This design comes from an exercise in tuning for a short achievable clock period and few clock cycles per item on the open sky130 flow, not from production work. The RTL was checked by simulation tests, not by an equivalence proof against the original design. Power is estimated from default activity; no workload was simulated.

===== flow/run.sh =====
#!/bin/bash
# synth_recipe.tcl (not shown) runs the flow's synth.tcl, then flattens the netlist and writes it again
# the make line also repeats each setting of config.mk as NAME=value (left out here)
make -C /OpenROAD-flow-scripts/flow DESIGN_CONFIG=/design/flow/config.mk WORK_HOME=/design/flow/orfs CLKGATE_MAP_FILE= SYNTH_SCRIPT=/design/flow/synth_recipe.tcl finish

===== flow/config.mk =====
export PLATFORM = sky130hd
export DESIGN_NAME = linear_probe_hash_table
export DESIGN_NICKNAME = linear_probe_hash_table
export VERILOG_FILES = /design/flow/design.v
export SDC_FILE = /design/flow/constraint.sdc
export NUM_CORES = 4
export LEC_CHECK = 0
export ABC_CLOCK_PERIOD_IN_PS = 2200
export CAP_MARGIN = 20
export CORE_MARGIN = 2
export CORE_UTILIZATION = 40
export PLACE_DENSITY = 0.6
export SETUP_SLACK_MARGIN = 4.6
export SLEW_MARGIN = 20

===== flow/constraint.sdc =====
create_clock -name core_clock -period 7.0 [get_ports {i_clk}]
set_input_delay 1.4000 -clock core_clock [delete_from_list [all_inputs] [get_ports {i_clk}]]
set_output_delay 1.4000 -clock core_clock [all_outputs]
set_load 0.01 [all_outputs]

===== flow/design.v =====
package lpht_pkg;
    localparam int SLOTS_DEF     = 16;
    localparam int KEY_BYTES_DEF = 8;
    localparam int LEN_W     = 5;
    localparam int OP_W      = 2;
    localparam int STATUS_W  = 2;
    localparam int KEY_W     = 64;
    localparam int VALUE_W   = 64;
    localparam int MARK_W    = 2;
    localparam logic [LEN_W-1:0] TLEN_RESET = 5'd16;
    typedef enum logic [OP_W-1:0] {
        OP_INSERT = 2'd0,
        OP_FIND   = 2'd1,
        OP_REMOVE = 2'd2
    } t_op;
    typedef enum logic [STATUS_W-1:0] {
        ST_DONE      = 2'd0,
        ST_NOT_FOUND = 2'd1,
        ST_DUPLICATE = 2'd2,
        ST_FULL      = 2'd3
    } t_status;
    typedef enum logic [MARK_W-1:0] {
        MARK_EMPTY   = 2'd0,
        MARK_USED    = 2'd1,
        MARK_DELETED = 2'd2
    } t_mark;
endpackage
module lpht_ram #(
    parameter int WIDTH = 8,
    parameter int DEPTH = 16
) (
    input  logic                     i_clk,
    input  logic                     i_we,
    input  logic [$clog2(DEPTH)-1:0] i_waddr,
    input  logic [WIDTH-1:0]         i_wdata,
    input  logic [$clog2(DEPTH)-1:0] i_raddr,
    output logic [WIDTH-1:0]         o_rdata
);
    logic [WIDTH-1:0] r_mem [DEPTH];
    logic [WIDTH-1:0] r_rdata;
    always_ff @(posedge i_clk) begin
        if (i_we) begin
            r_mem[i_waddr] <= i_wdata;
        end
        r_rdata <= r_mem[i_raddr];
    end
    assign o_rdata = r_rdata;
endmodule
module linear_probe_hash_table #(
    parameter int SLOTS     = lpht_pkg::SLOTS_DEF,
    parameter int KEY_BYTES = lpht_pkg::KEY_BYTES_DEF
) (
    input  logic                                            i_clk,
    input  logic                                            i_rst_n,
    input  logic                                            s_axis_tvalid,
    output logic                                            s_axis_tready,
    input  logic [lpht_pkg::KEY_W+lpht_pkg::VALUE_W-1:0]    s_axis_tdata,
    input  logic [lpht_pkg::OP_W-1:0]                       s_axis_tuser,
    output logic                                            m_axis_tvalid,
    input  logic                                            m_axis_tready,
    output logic [lpht_pkg::VALUE_W-1:0]                    m_axis_tdata,
    output logic [lpht_pkg::STATUS_W-1:0]                   m_axis_tuser,
    input  logic                                            i_cfg_we,
    input  logic [lpht_pkg::LEN_W-1:0]                      i_cfg_wdata
);
    localparam int KW   = 64;
    localparam int VW   = lpht_pkg::VALUE_W;
    localparam int LW   = lpht_pkg::LEN_W;
    localparam int NS   = 16;               
    localparam int QD   = 13;               
    localparam int QAW  = 4;
    localparam int OW   = 4;
    logic [LW-1:0] r_tlen;
    logic [4:0]    r_n;                 
    logic [6:0]    r_mul [1:7];         
    logic [NS-1:0] r_nmask;             
    always_ff @(posedge i_clk) begin
        if (!i_rst_n) begin
            r_tlen <= lpht_pkg::TLEN_RESET;
        end else if (i_cfg_we) begin
            r_tlen <= i_cfg_wdata;
        end
    end
    always_ff @(posedge i_clk) begin
        if (r_tlen == '0) begin
            r_n <= 5'd1;
        end else if (r_tlen > 5'd16) begin
            r_n <= 5'd16;
        end else begin
            r_n <= r_tlen;
        end
        for (int k = 1; k < 8; k++) begin
            r_mul[k] <= 7'(k * r_n);
        end
        for (int s = 0; s < NS; s++) begin
            r_nmask[s] <= (5'(s) < r_n);
        end
    end
    logic          r_ready;
    logic [OW-1:0] r_owed;
    logic          take, pop;
    assign s_axis_tready = r_ready;
    assign take = s_axis_tvalid && r_ready;
    logic          p0_v;
    logic [1:0]    p0_op;
    logic [KW-1:0] p0_key;
    logic [VW-1:0] p0_val;
    always_ff @(posedge i_clk) begin
        p0_v   <= take && i_rst_n;
        p0_op  <= s_axis_tuser;
        p0_key <= s_axis_tdata[KW-1:0];
        p0_val <= s_axis_tdata[lpht_pkg::KEY_W +: VW];
    end
    logic          p1_v, p2_v, p3_v;
    logic [1:0]    p1_op, p2_op, p3_op;
    logic [KW-1:0] p1_key, p2_key, p3_key;
    logic [VW-1:0] p1_val, p2_val, p3_val;
    logic [8:0]    p1_s [4];
    logic [9:0]    p2_s [2];
    logic [10:0]   p3_x;
    always_ff @(posedge i_clk) begin
        p1_v   <= p0_v && i_rst_n;
        p1_op  <= p0_op;
        p1_key <= p0_key;
        p1_val <= p0_val;
        for (int i = 0; i < 4; i++) begin
            p1_s[i] <= 9'(p0_key[16*i +: 8]) + 9'(p0_key[16*i+8 +: 8]);
        end
        p2_v   <= p1_v && i_rst_n;
        p2_op  <= p1_op;
        p2_key <= p1_key;
        p2_val <= p1_val;
        p2_s[0] <= 10'(p1_s[0]) + 10'(p1_s[1]);
        p2_s[1] <= 10'(p1_s[2]) + 10'(p1_s[3]);
        p3_v   <= p2_v && i_rst_n;
        p3_op  <= p2_op;
        p3_key <= p2_key;
        p3_val <= p2_val;
        p3_x   <= 11'(p2_s[0]) + 11'(p2_s[1]);
    end
    function automatic logic [3:0] rem_digit(input logic [3:0] r, input logic [2:0] d,
                                             input logic [6:0] m1, input logic [6:0] m2,
                                             input logic [6:0] m3, input logic [6:0] m4,
                                             input logic [6:0] m5, input logic [6:0] m6,
                                             input logic [6:0] m7);
        logic [6:0] t;
        logic [6:0] m [1:7];
        logic [8:1] ge;
        logic [3:0] res;
        t = {r, d};
        m[1] = m1; m[2] = m2; m[3] = m3; m[4] = m4; m[5] = m5; m[6] = m6; m[7] = m7;
        ge[8] = 1'b0;
        for (int k = 1; k < 8; k++) begin
            ge[k] = (t >= m[k]);
        end
        res = ge[1] ? 4'd0 : t[3:0];
        for (int k = 1; k < 8; k++) begin
            if (ge[k] && !ge[k+1]) begin
                res = t[3:0] - m[k][3:0];
            end
        end
        rem_digit = res;
    endfunction
    logic          q_v   [4];
    logic [1:0]    q_op  [4];
    logic [KW-1:0] q_key [4];
    logic [VW-1:0] q_val [4];
    logic [10:0]   q_x   [4];
    logic [3:0]    q_r   [4];
    always_comb begin
        q_v[0]   = p3_v;
        q_op[0]  = p3_op;
        q_key[0] = p3_key;
        q_val[0] = p3_val;
        q_x[0]   = p3_x;
        q_r[0]   = '0;
    end
    for (genvar g = 0; g < 3; g++) begin : g_rem
        logic [2:0] dg;
        if (g == 0) begin : g_d0
            assign dg = {1'b0, q_x[g][10:9]};
        end else begin : g_dn
            assign dg = q_x[g][11 - 3*g -: 3];
        end
        always_ff @(posedge i_clk) begin
            q_v[g+1]   <= q_v[g] && i_rst_n;
            q_op[g+1]  <= q_op[g];
            q_key[g+1] <= q_key[g];
            q_val[g+1] <= q_val[g];
            q_x[g+1]   <= q_x[g];
            q_r[g+1]   <= rem_digit(q_r[g], dg, r_mul[1], r_mul[2], r_mul[3], r_mul[4],
                                    r_mul[5], r_mul[6], r_mul[7]);
        end
    end
    logic [KW-1:0] r_keys [NS];
    logic [VW-1:0] r_vals [NS];
    logic [NS-1:0] r_used;
    logic [NS-1:0] r_del;
    logic [NS-1:0] w_sel;                
    logic [KW-1:0] w_key;
    logic [VW-1:0] w_val;
    always_ff @(posedge i_clk) begin
        for (int s = 0; s < NS; s++) begin
            if (w_sel[s]) begin
                r_keys[s] <= w_key;
                r_vals[s] <= w_val;
            end
        end
    end
    logic          e_v;
    logic [1:0]    e_op;
    logic [KW-1:0] e_key;
    logic [VW-1:0] e_val;
    logic [3:0]    e_h;
    logic [NS-1:0] e_mraw;
    logic          e_eq1, e_eq2;
    logic          d_v;
    logic [1:0]    d_op;
    logic [KW-1:0] d_key;
    logic [VW-1:0] d_val;
    always_ff @(posedge i_clk) begin
        e_v   <= q_v[3] && i_rst_n;
        e_op  <= q_op[3];
        e_key <= q_key[3];
        e_val <= q_val[3];
        e_h   <= rem_digit(q_r[3], q_x[3][2:0], r_mul[1], r_mul[2], r_mul[3], r_mul[4],
                           r_mul[5], r_mul[6], r_mul[7]);
        e_eq1 <= (q_key[3] == e_key);
        e_eq2 <= (q_key[3] == d_key);
        for (int s = 0; s < NS; s++) begin
            e_mraw[s] <= (q_key[3] == (w_sel[s] ? w_key : r_keys[s]));
        end
    end
    logic [NS-1:0] d_sh, d_sl, d_fh, d_fl, d_hv;    
    logic [NS-1:0] p_sel, f_sel, hit_sel;
    logic          hit, anyfree, any_sh, any_fh;
    logic          is_ins, is_find, is_rem;
    logic [NS-1:0] ins_sel, rem_sel;
    lpht_pkg::t_status st;
    always_comb begin
        any_sh = |d_sh;
        any_fh = |d_fh;
        for (int s = 0; s < NS; s++) begin
            logic [NS-1:0] below;
            below = (NS'(1) << s) - NS'(1);
            p_sel[s] = (d_sh[s] && !(|(d_sh & below))) ||
                       (d_sl[s] && !(|(d_sl & below)) && !any_sh);
            f_sel[s] = (d_fh[s] && !(|(d_fh & below))) ||
                       (d_fl[s] && !(|(d_fl & below)) && !any_fh);
        end
        hit_sel = p_sel & d_hv;
        hit     = |hit_sel;
        anyfree = any_fh || (|d_fl);
        is_ins  = d_v && (d_op == lpht_pkg::OP_INSERT);
        is_find = d_v && (d_op == lpht_pkg::OP_FIND);
        is_rem  = d_v && (d_op == lpht_pkg::OP_REMOVE);
        ins_sel = (is_ins && !hit) ? f_sel : '0;
        rem_sel = is_rem ? hit_sel : '0;
        st      = lpht_pkg::ST_NOT_FOUND;
        if (is_ins) begin
            st = hit ? lpht_pkg::ST_DUPLICATE : (anyfree ? lpht_pkg::ST_DONE : lpht_pkg::ST_FULL);
        end else if ((is_find || is_rem) && hit) begin
            st = lpht_pkg::ST_DONE;
        end
    end
    logic [NS-1:0] used_n, del_n, match_n, hv_n, stop_n, free_n, hi_n, lo_n;
    always_comb begin
        used_n = (r_used & ~rem_sel) | ins_sel;
        del_n  = (r_del & ~ins_sel) | rem_sel;
        for (int s = 0; s < NS; s++) begin
            hi_n[s] = (4'(s) >= e_h) && r_nmask[s];
            lo_n[s] = (4'(s) < e_h);
        end
        match_n = (ins_sel & {NS{e_eq1}}) |
                  (~ins_sel & ((w_sel & {NS{e_eq2}}) | (~w_sel & e_mraw)));
        hv_n    = used_n & match_n;
        stop_n  = (~used_n & ~del_n) | hv_n;
        free_n  = ~used_n;
    end
    logic          v_v;
    lpht_pkg::t_status v_st;
    logic [NS-1:0] v_sel;
    always_ff @(posedge i_clk) begin
        if (!i_rst_n) begin
            r_used <= '0;
            r_del  <= '0;
            w_sel  <= '0;
            d_v    <= 1'b0;
            v_v    <= 1'b0;
        end else begin
            r_used <= used_n;
            r_del  <= del_n;
            w_sel  <= ins_sel;
            d_v    <= e_v;
            v_v    <= d_v;
        end
        d_op  <= e_op;
        d_key <= e_key;
        d_val <= e_val;
        d_sh  <= stop_n & hi_n;
        d_sl  <= stop_n & lo_n;
        d_fh  <= free_n & hi_n;
        d_fl  <= free_n & lo_n;
        d_hv  <= hv_n;
        w_key <= d_key;
        w_val <= d_val;
        v_st  <= st;
        v_sel <= is_find ? hit_sel : '0;
    end
    logic [VW-1:0] v_val;
    always_comb begin
        v_val = '0;
        for (int s = 0; s < NS; s++) begin
            v_val = v_val | (r_vals[s] & {VW{v_sel[s]}});
        end
    end
    logic              r_hv;
    lpht_pkg::t_status r_hst;
    logic [VW-1:0]     r_hval;
    lpht_pkg::t_status qq_st  [QD-1];
    logic [VW-1:0]     qq_val [QD-1];
    logic [QAW-1:0]    q_rd, q_wr, q_cnt;
    logic              head_free;
    assign pop       = r_hv && m_axis_tready;
    assign head_free = !r_hv || m_axis_tready;
    always_ff @(posedge i_clk) begin
        if (v_v) begin
            qq_st[q_wr]  <= v_st;
            qq_val[q_wr] <= v_val;
        end
    end
    always_ff @(posedge i_clk) begin
        if (!i_rst_n) begin
            r_hv  <= 1'b0;
            q_rd  <= '0;
            q_wr  <= '0;
            q_cnt <= '0;
        end else begin
            if (head_free) begin
                if (q_cnt != '0) begin
                    r_hv <= 1'b1;
                    q_rd <= (q_rd == QAW'(QD - 2)) ? '0 : q_rd + QAW'(1);
                    if (v_v) begin
                        q_wr <= (q_wr == QAW'(QD - 2)) ? '0 : q_wr + QAW'(1);
                    end else begin
                        q_cnt <= q_cnt - QAW'(1);
                    end
                end else begin
                    r_hv <= v_v;
                end
            end else if (v_v) begin
                q_wr  <= (q_wr == QAW'(QD - 2)) ? '0 : q_wr + QAW'(1);
                q_cnt <= q_cnt + QAW'(1);
            end
        end
    end
    always_ff @(posedge i_clk) begin
        if (head_free) begin
            if (q_cnt != '0) begin
                r_hst  <= qq_st[q_rd];
                r_hval <= qq_val[q_rd];
            end else begin
                r_hst  <= v_st;
                r_hval <= v_val;
            end
        end
    end
    always_ff @(posedge i_clk) begin
        if (!i_rst_n) begin
            r_owed  <= '0;
            r_ready <= 1'b1;
        end else begin
            case ({take, pop})
                2'b10: begin
                    r_owed  <= r_owed + OW'(1);
                    r_ready <= (r_owed + OW'(1)) < OW'(QD);
                end
                2'b01: begin
                    r_owed  <= r_owed - OW'(1);
                    r_ready <= 1'b1;
                end
                default: begin
                    r_ready <= r_owed < OW'(QD);
                end
            endcase
        end
    end
    assign m_axis_tvalid = r_hv;
    assign m_axis_tuser  = r_hst;
    assign m_axis_tdata  = r_hval;
endmodule

==> results of run 1 <==
layer usage:
layer  wire [microns]  vias up  GRT usage [%]
met5               87        -              0
met3            54270     1306          4.596
met1           216200    50800          34.64
met4            33980       14          13.10
met2           244700     5525          40.42
li1                 -    42100              -
logic make-up (layout without fill, tap and decap cells):
family,count (synthesis),count (layout),share of synthesized area (%)
compound gates,1090,1090,4.883
xor+xnor,939,939,5.123
fa+ha+maj,240,240,2.006
buf+inv,740,2092,1.782
flops,4545,4545,68.41
mux,1399,1399,11.11
other cells,0,27,0
simple gates,1996,2013,6.687
synthesized netlist by cell type (all sizes together) (9+ instances only):
library cell	n	area [sq um]
or3	29	181.4
o22ai	22	137.6
xor2	355	3109
a211oi	12	90.09
and2	112	700.7
mux4	198	4459
nand2	442	1659
a21boi	9	67.56
ha	211	2640
nand4b	16	140.1
o21a	30	225.2
buf	145	628.1
or2	42	262.8
nor4b	55	481.7
a2111oi	13	121.4
and3	78	488.0
fa	29	580.6
xnor2	584	5115
o31ai	10	75.07
nand2b	25	156.4
clkinv	15	56.30
nand3	73	370.4
a32oi	13	121.4
o21ai	155	775.7
edfxtp	1882	56510
nand4	155	984.7
nand3b	10	75.07
dfxtp	2663	53310
inv	188	705.7
a22o	129	1130
a31oi	29	187.7
a21oi	147	735.7
or4	17	135.1
nor3	145	838.3
nor4	145	925.9
mux2	1068	12050
nor2b	30	187.7
a21o	53	397.9
and4b	112	1121
mux2i	133	1331
a221oi	135	1182
clkbuf	392	1471
nor3b	9	67.56
nor2	487	1828
a22oi	262	1967
per-stage QoR:
step / power [mW] / util [%]
floorplan: 32.47 / -
global placement: 34.40 / 42.52
detailed placement: 34.48 / 42.52
CTS: 60.27 / 48.44
global route: 62.36 / 49.14
finish: 60.53 / 49.15
report_power, final:
part	total (mW)	switching [mW]	leakage, nW	internal [mW]
sequential	29.3	0.914	40.3	28.3
clock	25.1	10.5	7.76	14.6
combinational	6.17	3.51	24.9	2.66
sequential cells by signal (all words and copies together) (netlist names), 192 cells and up, named ones only:
signal,flops
r_keys,1024
qq_val,768
r_vals,1024
q_key,192
q_val,192
worst max-delay path by stage:
stage	start	end	slack [ps]	cells after the start
6_report	r_hval[42]	m_axis_tdata[42]	3650	1
5_1_grt	r_hval[42]	m_axis_tdata[42]	3690	1
4_1_cts	r_hval[42]	m_axis_tdata[42]	3640	1
3_5_place_dp	m_axis_tready	q_cnt[3]	2890	7
3_3_place_gp	m_axis_tready	q_cnt[3]	2770	7
2_1_floorplan	m_axis_tready	q_cnt[3]	4140	9
area by class of cell:
| type | count | area (sq um) | share of cell area, % |
|---|---|---|---|
| Multi-Input combinational cell | 5681 | 51250 | 26.10 |
| Timing Repair Buffer | 1042 | 11610 | 5.912 |
| Clock inverter | 204 | 2281 | 1.162 |
| Tap cell | 5265 | 6588 | 3.356 |
| Clock buffer | 643 | 13370 | 6.811 |
| Sequential cell | 4545 | 110200 | 56.15 |
| Inverter | 203 | 927.1 | 0.4723 |
| Antenna cell | 27 | 67.56 | 0.03442 |
timing repair:
action / 4_1_cts / 5_1_grt
buffers inserted: 433 / 110
setup endpoints to repair: 1932 / 506
cloned: 38 / 13
resized for setup: 1083 / 337
pin swaps: 184 / 148
==> reports/results.txt, run 1 <==
# IOs: 208
Die X: 637.5 microns
Most common cell after layout, fill and taps aside: dfxtp_1
Starting Density: 40.19%
Post-synthesis sequential area ratio: 68.41%
Hold Path Class: flop to flop
Die ar.: 406,400 sq um
Clock period minus worst slack: 3350 ps
Hold path startpoint: e_val[56]
EDFF count, synth: 1,882
Unique masters post-synth: 93
CP Max Fanout: 4
Most frequent cells in the layout: dfxtp_1, edfxtp_1, mux2_2
Gpl congestion: 0.9123
DRT antenna net count: 0
Initial antenna violation count: 62
WL final: 549,200 microns
Core box area: 399,400 sq um
Status: timing/DRC/antenna clean
Clock Latency Late Sink: 1030 ps
Post-synth top flop: dfxtp_1
Final non-filler cell total: 17,610
DP HPWL: 299,900 microns
Max cap viols: 0
Largest net degree at the start of global routing: 59
Layout overhead on the synthesized area: 22.28%
Reg-to-reg startpoint: d_sh[15]
Critical Path RT: 5600 ps
Hold Vio Cnt, Final: 0
Peak VDD IR: 239.5 uV
CTS Buffer Depth: 4
Drt first pass iters: 5
TritonCTS Buffers: 452
Min-Delay Endpoint: d_val[56]
Vias in the first global route: 97,210
CTS Sinks: 4,545
DRC violations left: 0
Static Leakage: 72.90 nW
Slew Limit Fails: 0
Tcrit/Tclk final: 47.86%
Top Family by Delay on Critical Path: flip-flops
Starting DRT DRC Count: 12,740
Max-slew headroom: 20.35%
Wire length of the first global-routing pass: 744,400 microns
Die height: 637.5 microns
Syn. warnings: 16
CTS tree: built
Root buf cell: clkbuf_16
Vias/cell: 5.664
CP cell instances: buf_2
Unrepaired setup endpoints after global routing: yes
CTS Hold Bufs: 0
Async SR Flop Fraction: 0%
Kind of critical path: flop to output pin
Internal reg-to-reg setup slack: 4110 ps
Crit path buf inv count: 1
Setup TNS: 0 ps
Fillers: 33,670
PnR worst setup slack: 3650 ps
Synthesized Nets: 11,330
H-tree depth: 5
R2R depth: 11
Slowest Stage Delay on Critical Path: 700 ps
Fin area: 196,300 sq um
Power Density: 308.3 nW/um^2
Cells after synthesis: 10,950
Critical path's slowest cell: edfxtp_1
Final hold slack: 217.7 ps
Worst-Margin Slew: 1191 ps
Hold Path Cell Cnt: 0
Gr usage total: 25.88%
Skew final: 125.1 ps
Rows: 232
Number of synthesized register bits: 4,545
Final Setup Violations: 0
Share of cells above drive strength 1: 29.40%
WL per Instance: 31.19 microns
Cells after DPL: 16,140
Synth Area per Inst: 14.66 sq um
Area after DPL: 169,800 sq um
Worst slack at placement: 2886 ps
Grt ovf: 0
Nets: 12,310
Worst-path clk slew: 60 ps
Worst Setup Start Kind: flop
CP Capture Type: output pin
Routed via count: 99,750
Highest clock rate: 298.5 MHz
CP arrival: 1950 ps
Reg2reg end: d_sl[8]
PortBufs: 207
Synth Cell Area: 160,500 sq um
Testbench counts, summed over its fixed seeds: cycles 4,088, items 4,000.
==> run 2: changes to the inputs <==
--- a/flow/design.v
+++ b/flow/design.v
@@ -68,5 +68,5 @@
     localparam int LW   = lpht_pkg::LEN_W;
     localparam int NS   = 16;               
-    localparam int QD   = 13;               
+    localparam int QD   = 11;               
     localparam int QAW  = 4;
     localparam int OW   = 4;
@@ -98,18 +98,7 @@
     end
     logic          r_ready;
-    logic [OW-1:0] r_owed;
     logic          take, pop;
     assign s_axis_tready = r_ready;
     assign take = s_axis_tvalid && r_ready;
-    logic          p0_v;
-    logic [1:0]    p0_op;
-    logic [KW-1:0] p0_key;
-    logic [VW-1:0] p0_val;
-    always_ff @(posedge i_clk) begin
-        p0_v   <= take && i_rst_n;
-        p0_op  <= s_axis_tuser;
-        p0_key <= s_axis_tdata[KW-1:0];
-        p0_val <= s_axis_tdata[lpht_pkg::KEY_W +: VW];
-    end
     logic          p1_v, p2_v, p3_v;
     logic [1:0]    p1_op, p2_op, p3_op;
@@ -120,10 +109,10 @@
     logic [10:0]   p3_x;
     always_ff @(posedge i_clk) begin
-        p1_v   <= p0_v && i_rst_n;
-        p1_op  <= p0_op;
-        p1_key <= p0_key;
-        p1_val <= p0_val;
+        p1_v   <= take && i_rst_n;
+        p1_op  <= s_axis_tuser;
+        p1_key <= s_axis_tdata[KW-1:0];
+        p1_val <= s_axis_tdata[lpht_pkg::KEY_W +: VW];
         for (int i = 0; i < 4; i++) begin
-            p1_s[i] <= 9'(p0_key[16*i +: 8]) + 9'(p0_key[16*i+8 +: 8]);
+            p1_s[i] <= 9'(s_axis_tdata[16*i +: 8]) + 9'(s_axis_tdata[16*i+8 +: 8]);
         end
         p2_v   <= p1_v && i_rst_n;
@@ -315,77 +304,68 @@
         end
     end
-    logic              r_hv;
-    lpht_pkg::t_status r_hst;
-    logic [VW-1:0]     r_hval;
-    lpht_pkg::t_status qq_st  [QD-1];
-    logic [VW-1:0]     qq_val [QD-1];
-    logic [QAW-1:0]    q_rd, q_wr, q_cnt;
-    logic              head_free;
-    assign pop       = r_hv && m_axis_tready;
-    assign head_free = !r_hv || m_axis_tready;
+    localparam int RESW = VW + 2;    
+    logic [RESW-1:0] qq [QD];
+    logic [QAW-1:0] q_rd, q_wr, q_rd1;
+    logic [QD-1:0]  q_t;             
+    logic [RESW-1:0] v_res, q_at_rd, q_at_rd1, o_n;
+    logic           r_ov;
+    logic [RESW-1:0] r_o;
+    assign v_res    = {v_st, v_val};
+    assign q_rd1    = (q_rd == QAW'(QD - 1)) ? '0 : q_rd + QAW'(1);
+    assign q_at_rd  = qq[q_rd];
+    assign q_at_rd1 = qq[q_rd1];
+    assign pop      = r_ov && m_axis_tready;
+    always_comb begin
+        if (pop) begin
+            o_n = q_t[1] ? q_at_rd1 : v_res;
+        end else begin
+            o_n = q_t[0] ? q_at_rd : v_res;
+        end
+    end
     always_ff @(posedge i_clk) begin
         if (v_v) begin
-            qq_st[q_wr]  <= v_st;
-            qq_val[q_wr] <= v_val;
+            qq[q_wr] <= v_res;
         end
+        r_o <= o_n;
     end
     always_ff @(posedge i_clk) begin
         if (!i_rst_n) begin
-            r_hv  <= 1'b0;
-            q_rd  <= '0;
-            q_wr  <= '0;
-            q_cnt <= '0;
+            r_ov <= 1'b0;
+            q_rd <= '0;
+            q_wr <= '0;
+            q_t  <= '0;
         end else begin
-            if (head_free) begin
-                if (q_cnt != '0) begin
-                    r_hv <= 1'b1;
-                    q_rd <= (q_rd == QAW'(QD - 2)) ? '0 : q_rd + QAW'(1);
-                    if (v_v) begin
-                        q_wr <= (q_wr == QAW'(QD - 2)) ? '0 : q_wr + QAW'(1);
-                    end else begin
-                        q_cnt <= q_cnt - QAW'(1);
-                    end
-                end else begin
-                    r_hv <= v_v;
-                end
-            end else if (v_v) begin
-                q_wr  <= (q_wr == QAW'(QD - 2)) ? '0 : q_wr + QAW'(1);
-                q_cnt <= q_cnt + QAW'(1);
+            if (pop) begin
+                q_rd <= q_rd1;
             end
-        end
-    end
-    always_ff @(posedge i_clk) begin
-        if (head_free) begin
-            if (q_cnt != '0) begin
-                r_hst  <= qq_st[q_rd];
-                r_hval <= qq_val[q_rd];
+            if (v_v) begin
+                q_wr <= (q_wr == QAW'(QD - 1)) ? '0 : q_wr + QAW'(1);
+            end
+            if (pop) begin
+                q_t  <= v_v ? q_t : {1'b0, q_t[QD-1:1]};
+                r_ov <= v_v || q_t[1];
             end else begin
-                r_hst  <= v_st;
-                r_hval <= v_val;
+                q_t  <= v_v ? {q_t[QD-2:0], 1'b1} : q_t;
+                r_ov <= v_v || q_t[0];
             end
         end
     end
+    logic [QD-1:0] o_t;              
     always_ff @(posedge i_clk) begin
         if (!i_rst_n) begin
-            r_owed  <= '0;
+            o_t     <= '0;
             r_ready <= 1'b1;
         end else begin
-            case ({take, pop})
-                2'b10: begin
-                    r_owed  <= r_owed + OW'(1);
-                    r_ready <= (r_owed + OW'(1)) < OW'(QD);
-                end
-                2'b01: begin
-                    r_owed  <= r_owed - OW'(1);
-                    r_ready <= 1'b1;
-                end
-                default: begin
-                    r_ready <= r_owed < OW'(QD);
-                end
-            endcase
-        end
-    end
-    assign m_axis_tvalid = r_hv;
-    assign m_axis_tuser  = r_hst;
-    assign m_axis_tdata  = r_hval;
+            if (pop) begin
+                o_t     <= take ? o_t : {1'b0, o_t[QD-1:1]};
+                r_ready <= take ? !o_t[QD-1] : 1'b1;
+            end else begin
+                o_t     <= take ? {o_t[QD-2:0], 1'b1} : o_t;
+                r_ready <= take ? !o_t[QD-2] : !o_t[QD-1];
+            end
+        end
+    end
+    assign m_axis_tvalid = r_ov;
+    assign m_axis_tuser  = r_o[VW +: 2];
+    assign m_axis_tdata  = r_o[VW-1:0];
 endmodule
--- a/flow/config.mk
+++ b/flow/config.mk
@@ -6,5 +6,4 @@
 export NUM_CORES = 4
 export LEC_CHECK = 0
-export ABC_CLOCK_PERIOD_IN_PS = 2200
 export CAP_MARGIN = 20
 export CORE_MARGIN = 2
==> reports/results.txt, run 2 <==
Gr usage total: 26.54%
Final Setup Violations: 0
Clock share of power: 41.9%
Synthesized Nets: 12,130
Starting Density: 40.20%
PortBufs: 207
Sw Ratio: 24.58%
Routed via count: 106,200
Hold Path Class: flop to flop
Most common cell in the netlist: dfxtp_1
Core box area: 403,200 sq um
Switching pwr: 14.37 mW
Nets: 13,020
H-tree depth: 5
Rows: 233
Adder-Cell Fraction of Synth Area: 1.882%
Kind of critical path: flop to flop
Cells after synthesis: 11,760
Combinational cell fraction of total power: 10.2%
Commonest cells in the netlist: dfxtp_1, edfxtp_1, mux2_2, nor2_1, xnor2_1
Power Total: 58.49 mW
Critical path's slowest cell: or4_4
Gpl congestion: 0.9275
WL per Instance: 30.63 microns
Critical Path RT: 7870 ps
Vias/cell: 5.749
Clock period minus worst slack: 2959 ps
Synth Area in XOR/XNOR: 5.327%
CP cell instances: or4_4 > nor4_4 > a41oi_2 > o32ai_4 > or4_4 > buf_6 > nor4_4 > nand2_2 > mux2_4
Slowest Stage Delay on Critical Path: 570 ps
Internal reg-to-reg setup slack: 4040 ps
Skew final: 108.8 ps
Share of cells above drive strength 1: 28.86%
Tcrit/Tclk final: 42.27%
Wire length of the first global-routing pass: 777,800 microns
Worst-Margin Slew: 1138 ps
Synth Area per Inst: 13.78 sq um
Grt ovf: 0
CP arrival: 3830 ps
Status: timing/DRC/antenna clean
Peak VDD IR: 243.7 uV
Share of Yosys cell area claimed by the top area cell type: 32.42%
Power Density: 292.9 nW/um^2
DP HPWL: 309,000 microns
Worst-path clk slew: 60 ps
Die X: 640.6 microns
Highest clock rate: 338.0 MHz
Die height: 640.6 microns
Cell Int Power: 44.12 mW
Post-synthesis sequential area ratio: 64.68%
TritonCTS Buffers: 444
# IOs: 208
Number of synthesized register bits: 4,362
Worst slack at placement: 3063 ps
Vias in the first global route: 104,300
DRC violations left: 0
Synth Area in Compound Gates: 5.985%
CTS Buffer Depth: 4
Max-slew headroom: 24.11%
Most common cell after layout, fill and taps aside: dfxtp_1
Synth Cell Area: 162,100 sq um
Largest registers: r_keys (1024), r_vals (1024), qq (726)
Worst Setup Start Kind: flop
EDFF count, synth: 1,750
Most frequent cells in the layout: dfxtp_1, edfxtp_1, mux2_2
CP Capture Type: flop
Largest family of logic cells by synthesized area: multiplexers
WL final: 565,900 microns
Final non-filler cell total: 18,480
Flop pwr share: 48.0%
Slew Limit Fails: 0
Async SR Flop Fraction: 0%
Initial antenna violation count: 71
Drt first pass iters: 6
Synth Area in Simple Gates: 6.654%
Cells after DPL: 17,000
Layout overhead on the synthesized area: 23.18%
Hold Vio Cnt, Final: 0
Largest net degree at the start of global routing: 83
CTS tree: built
Starting DRT DRC Count: 13,220
CP Max Fanout: 4
Unique masters post-synth: 81
Clock Latency Late Sink: 1030 ps
Unrepaired setup endpoints after global routing: yes
Area leader, netlist: edfxtp_1
DRT antenna net count: 0
Setup TNS: 0 ps
Syn. warnings: 16
Root buf cell: clkbuf_16
Max cap viols: 0
Post-synth top flop: dfxtp_1
Post-synthesis mux area share: 13.43%
Static Leakage: 72.79 nW
Main area contributors after synthesis: edfxtp_1, dfxtp_1, mux2_2
PnR worst setup slack: 4041 ps
Die ar.: 410,400 sq um
CTS Sinks: 4,362
run 2: changes by cell type after synthesis, sizes merged, moves of 54 or more:
cell	previous run	this run
clkbuf	392	475
mux2i	133	568
a21oi	147	377
a22oi	262	104
and3	78	24
o21ai	155	225
a211oi	12	72
nor2	487	658
a221oi	135	217
a22o	129	213
edfxtp	1882	1750
run 2: worst paths after layout:
| check | start | endpoint | cells after the start |
|---|---|---|---|
| worst min-delay path | q_x[1][1] | q_x[2][1] | 0 |
| worst min register to register | q_x[1][1] | q_x[2][1] | 0 |
| worst max-delay path | d_sl[6] | d_hv[15] | 9 |
| worst max register to register | d_sl[6] | d_hv[15] | 9 |
run 2: power groups by stage:
stage / combinational [mW] / clock, mW / sequential [mW]
6_report: 5.94 / 24.5 / 28.1
5_1_grt: 6.36 / 25.8 / 28.1
4_1_cts: 5.44 / 24.8 / 28.0
3_5_place_dp: 4.46 / 0 / 28.5
3_3_place_gp: 4.40 / 0 / 28.5
2_1_floorplan: 3.04 / 0 / 28.1
run 2: logic make-up after synthesis:
group | count (synthesis)
buffers and inverters | 863
adders and majority gates | 227
AOI/OAI and AO/OA | 1419
muxes | 1799
and+or+nand+nor | 2108
DFF | 4362
xor gates and xnor gates | 986
run 2: what timing repair did:
action / in CTS / in global routing
gates resized for setup: 1457 / 333
pin swaps: 340 / 228
hold endpoints to repair: 0 / 0
setup buffers: 427 / 103
hold buffers: 0 / 0
cloned: 73 / 9
endpoints found under the setup margin: 1785 / 765
run 2: area by class of cell:
cell class	instances	area, sq um
Timing Repair Buffer	1096	13790
Inverter	205	903.4
Tap cell	5405	6763
Clock inverter	188	2161
Antenna cell	31	77.57
Clock buffer	645	13020
Multi-Input combinational cell	6544	57540
Sequential cell	4362	105400
Fill cell	33720	203500
run 2: worst max-delay path, delay by kind of cell (launching register included):
family,cells,cell delay [ps]
flip-flops,1,330
multiplexers,1,320
AND/OR/NAND/NOR,5,1420
buffers and inverters,1,110
AO/OA/AOI/OAI,2,650
run 2: per-stage QoR:
stage	instance area (sq um)	util (%)	hold WS [ps]
floorplan	162600	-	309.6
global placement	171200	42.45	309.5
detailed placement	171200	42.45	312.1
CTS	196900	48.85	260.6
global route	199600	49.51	268.5
finish	199700	49.52	277.6
run 2: routing by layer:
layer,global-route usage (%),wire (microns),up-vias
met2,40.91,248400,6293
met3,5.313,60790,1413
met1,35.96,225200,53550
met5,0,123,-
met4,12.32,31340,20
li1,-,-,44940
Testbench counts of run 2, summed over its fixed seeds: cycles 4,080, items 4,000.

[re-timing with driven ports]
Ports are ideal in the flow. The routed layouts listed here were re-timed in OpenROAD. Step 1 (the two cells are an assumption about what drives the block):
set clk [get_ports {i_clk}]
set_driving_cell -lib_cell sky130_fd_sc_hd__clkbuf_16 $clk
set_driving_cell -lib_cell sky130_fd_sc_hd__buf_2 [delete_from_list [all_inputs] $clk]
Step 2 moves the port delays by t, midway between the first and last clock arrival at a register: inputs arrive t later, outputs are due t later. That takes back most of the time a late clock gives input paths. Three values: ideal, step 1, step 2; two values: the first two.
run	shift t [ns]	setup slack, ns	worst register clock-pin slew, ns	worst data-port slew with drivers (ns)
run 1	1.075	3.650 / 3.538 / 3.638	0.07 / 0.07	0.07
run 2	1.095	4.041 / 3.930 / 3.616	0.07 / 0.07	0.09
After both steps setup and hold are still met in every run listed. The setup slack of run 2, which loses most, moves by -0.111 ns with the drivers and by -0.425 ns with both steps.
